From an optimization exercise on the open Yosys and OpenROAD flow, aimed at small area and few clock cycles; shortcuts taken in it are not production practice. The RTL was checked by simulation tests, not by an equivalence proof against the original design.

== P ==
==> flow/design.v (excerpt) <==
module weight_update_engine #(
  parameter int unsigned DATA_W = 16,
  parameter int unsigned FRAC_W = 8,
  parameter int unsigned LANES  = 4,
  parameter int unsigned DEPTH  = 64
) (
  input  logic                    i_clk,
  input  logic                    i_rst,
  input  logic                    i_start,
  input  logic                    i_mode,
  input  logic [DATA_W-1:0]       i_lr,
  input  logic                    i_in_valid,
  output logic                    o_in_ready,
  input  logic [LANES*DATA_W-1:0] i_w_old,
  input  logic [LANES*DATA_W-1:0] i_delta,
  output logic                    o_out_valid,
  input  logic                    i_out_ready,
  output logic [LANES*DATA_W-1:0] o_w_new,
  output logic                    o_busy,
  output logic                    o_done
);
Size in the first run: roughly 86 flip-flops.
export LEC_CHECK = 0
export CAP_MARGIN = 20
export CORE_MARGIN = 2
export CORE_UTILIZATION = 40
export SLEW_MARGIN = 20
export SYNTH_HIERARCHICAL = 1
create_clock -name core_clock -period 8.5 [get_ports {i_clk}]
standard.sh (not shown) runs the stock make flow with config.mk's settings and CLKGATE_MAP_FILE= SYNTH_SCRIPT=/design/flow/synth_recipe.tcl, a recipe that flattens the netlist after the stock synthesis.
==> flow/flow/run.sh <==
#!/bin/bash
# Standard layout, with the port buffers made from plain buffers instead of delay cells.
set -euo pipefail
bash standard.sh "BUFFER_PORTS_ARGS=-buffer_cell sky130_fd_sc_hd__buf_2" finish > standard.log 2>&1
Testbench counts of P, summed over its fixed seeds: cycles 5,760.
### P -> T
--- a/flow/design.v
+++ b/flow/design.v
@@ -418,27 +418,27 @@
   wue_fa u_fa3 (.a(pp2[0]), .b(s5), .ci(c4), .s(s7), .co(c8));
   wue_fa u_fa4 (.a(pp0[5]), .b(pp1[3]), .ci(pp2[1]), .s(s9), .co(c10));
   wue_fa u_fa5 (.a(c6), .b(s9), .ci(c8), .s(s11), .co(c12));
   wue_fa u_fa6 (.a(neg[3]), .b(pp0[6]), .ci(pp1[4]), .s(s13), .co(c14));
   wue_fa u_fa7 (.a(pp2[2]), .b(pp3[0]), .ci(c10), .s(s15), .co(c16));
   wue_fa u_fa8 (.a(s13), .b(s15), .ci(c12), .s(s17), .co(c18));
   wue_fa u_fa9 (.a(pp0[7]), .b(pp1[5]), .ci(pp2[3]), .s(s19), .co(c20));
   wue_fa u_fa10 (.a(pp3[1]), .b(c14), .ci(s19), .s(s21), .co(c22));
   wue_fa u_fa11 (.a(c16), .b(s21), .ci(c18), .s(s23), .co(c24));
-  wue_fa u_fa12 (.a(neg[4]), .b(w[0]), .ci(nz), .s(s25), .co(c26));
-  wue_fa u_fa13 (.a(pp0[8]), .b(pp1[6]), .ci(pp2[4]), .s(s27), .co(c28));
-  wue_fa u_fa14 (.a(pp3[2]), .b(pp4[0]), .ci(s25), .s(s29), .co(c30));
-  wue_fa u_fa15 (.a(c20), .b(s27), .ci(s29), .s(s31), .co(c32));
-  wue_fa u_fa16 (.a(c22), .b(s31), .ci(c24), .s(s33), .co(c34));
+  wue_fa u_fa12 (.a(neg[4]), .b(w[0]), .ci(pp0[8]), .s(s25), .co(c26));
+  wue_fa u_fa13 (.a(pp1[6]), .b(pp2[4]), .ci(pp3[2]), .s(s27), .co(c28));
+  wue_fa u_fa14 (.a(pp4[0]), .b(c20), .ci(s25), .s(s29), .co(c30));
+  wue_fa u_fa15 (.a(s27), .b(c22), .ci(s29), .s(s31), .co(c32));
+  wue_fa u_fa16 (.a(nz), .b(s31), .ci(c24), .s(s33), .co(c34));
   wue_fa u_fa17 (.a(w[1]), .b(pp0[9]), .ci(pp1[7]), .s(s35), .co(c36));
   wue_fa u_fa18 (.a(pp2[5]), .b(pp3[3]), .ci(pp4[1]), .s(s37), .co(c38));
   wue_fa u_fa19 (.a(c26), .b(c28), .ci(s35), .s(s39), .co(c40));
-  wue_fa u_fa20 (.a(s37), .b(c30), .ci(c32), .s(s41), .co(c42));
+  wue_fa u_fa20 (.a(s37), .b(c30), .ci(s39), .s(s41), .co(c42));
   wue_fa u_fa21 (.a(neg[5]), .b(w[2]), .ci(pp0[10]), .s(s45), .co(c46));
   wue_fa u_fa22 (.a(pp1[8]), .b(pp2[6]), .ci(pp3[4]), .s(s47), .co(c48));
   wue_fa u_fa23 (.a(pp4[2]), .b(pp5[0]), .ci(c36), .s(s49), .co(c50));
   wue_fa u_fa24 (.a(c38), .b(s45), .ci(s47), .s(s51), .co(c52));
   wue_fa u_fa25 (.a(s49), .b(c40), .ci(s51), .s(s53), .co(c54));
   wue_fa u_fa26 (.a(c42), .b(s53), .ci(c44), .s(s55), .co(c56));
   wue_fa u_fa27 (.a(w[3]), .b(pp0[11]), .ci(pp1[9]), .s(s57), .co(c58));
   wue_fa u_fa28 (.a(pp2[7]), .b(pp3[5]), .ci(pp4[3]), .s(s59), .co(c60));
   wue_fa u_fa29 (.a(pp5[1]), .b(c46), .ci(c48), .s(s61), .co(c62));
@@ -529,19 +529,19 @@
   wue_fa u_fa114 (.a(~pp4[16]), .b(pp5[14]), .ci(pp6[12]), .s(s239), .co(c240));
   wue_fa u_fa115 (.a(pp7[10]), .b(c230), .ci(s239), .s(s241), .co(c242));
   wue_fa u_fa116 (.a(c232), .b(s241), .ci(c234), .s(s243), .co(c244));
   wue_fa u_fa117 (.a(c236), .b(s243), .ci(c238), .s(s245), .co(c246));
   wue_fa u_fa118 (.a(pp6[13]), .b(pp7[11]), .ci(~pp5[15]), .s(s247), .co(c248));
   wue_fa u_fa119 (.a(c240), .b(s247), .ci(c242), .s(s249), .co(c250));
   wue_fa u_fa120 (.a(~pp5[16]), .b(pp6[14]), .ci(pp7[12]), .s(s253), .co(c254));
   wue_fa u_fa121 (.a(pp5[15]), .b(c248), .ci(s253), .s(s255), .co(c256));
   wue_fa u_fa122 (.a(s255), .b(c250), .ci(c252), .s(s257), .co(c258));
-  wue_ha u_ha0 (.a(s39), .b(s41), .s(s43), .co(c44));
+  wue_ha u_ha0 (.a(c32), .b(s41), .s(s43), .co(c44));
   wue_ha u_ha1 (.a(c80), .b(s93), .s(s95), .co(c96));
   wue_ha u_ha2 (.a(c126), .b(s141), .s(s143), .co(c144));
   wue_ha u_ha3 (.a(c174), .b(s187), .s(s189), .co(c190));
   wue_ha u_ha4 (.a(c214), .b(s225), .s(s227), .co(c228));
   wue_ha u_ha5 (.a(s249), .b(c244), .s(s251), .co(c252));
   logic [26:0] ra, rb;
   assign ra = {s257, c246, s245, s237, c216, s215, s203, c176, s175, s159, c128, s127, s111, c82, s81, s67, s55, c34, s33, s23, s17, s11, s7, s3, s1, pp0[1], pp0[0]};
   assign rb = {1'b0, s251, 1'b0, 1'b0, s227, 1'b0, 1'b0, s189, 1'b0, 1'b0, s143, 1'b0, 1'b0, s95, 1'b0, 1'b0, 1'b0, s43, 1'b0, 1'b0, 1'b0, 1'b0, 1'b0, 1'b0, 1'b0, 1'b0, neg[0]};
   logic [26:0] g, p;
[summary]
Going from P to T, HPWL reported at the end of detailed placement shrank by a few percent.
Cmp T and P / area growth from synthesis to layout / higher: P
T vs P: achievable clock frequency up by a few percent
P -> T: post-route DRC violation count delta 0, exact match
On minimum clock period after layout: between T and P, it ends up lower for T.
Utilization in T is 0.59 points lower than in P
Testbench counts of T, summed over its fixed seeds: cycles 5,760.

-- afterwards: timing with drivers on the ports --
How much do the figures lean on ideal ports? The routed layouts below were timed once more, with nothing changed but the port constraints. Step 1: set_driving_cell puts a clkbuf_16 on i_clk and a buf_2 on each other input, an assumption about the parent block. Step 2 times the ports against the registers' clock, not the clock port: input delays grow and output delays shrink by t, the midpoint of the rising clock arrivals with the driver on. a / b / c = no drivers / after step 1 / after step 2; a / b = the first two.
| run | shift t [ns] | setup WS [ns] | hold slack, ns | worst register clock-pin slew, ns | pins driven straight from the clock port |
|---|---|---|---|---|---|
| P | 0.465 | 0.160 / 0.160 / 0.160 | 0.489 / 0.489 / 0.489 | 0.09 / 0.09 | 1 |
| T | 0.460 | 0.446 / 0.446 / 0.446 | 0.483 / 0.483 / 0.483 | 0.08 / 0.08 | 1 |
After both steps every run listed still meets setup and hold.
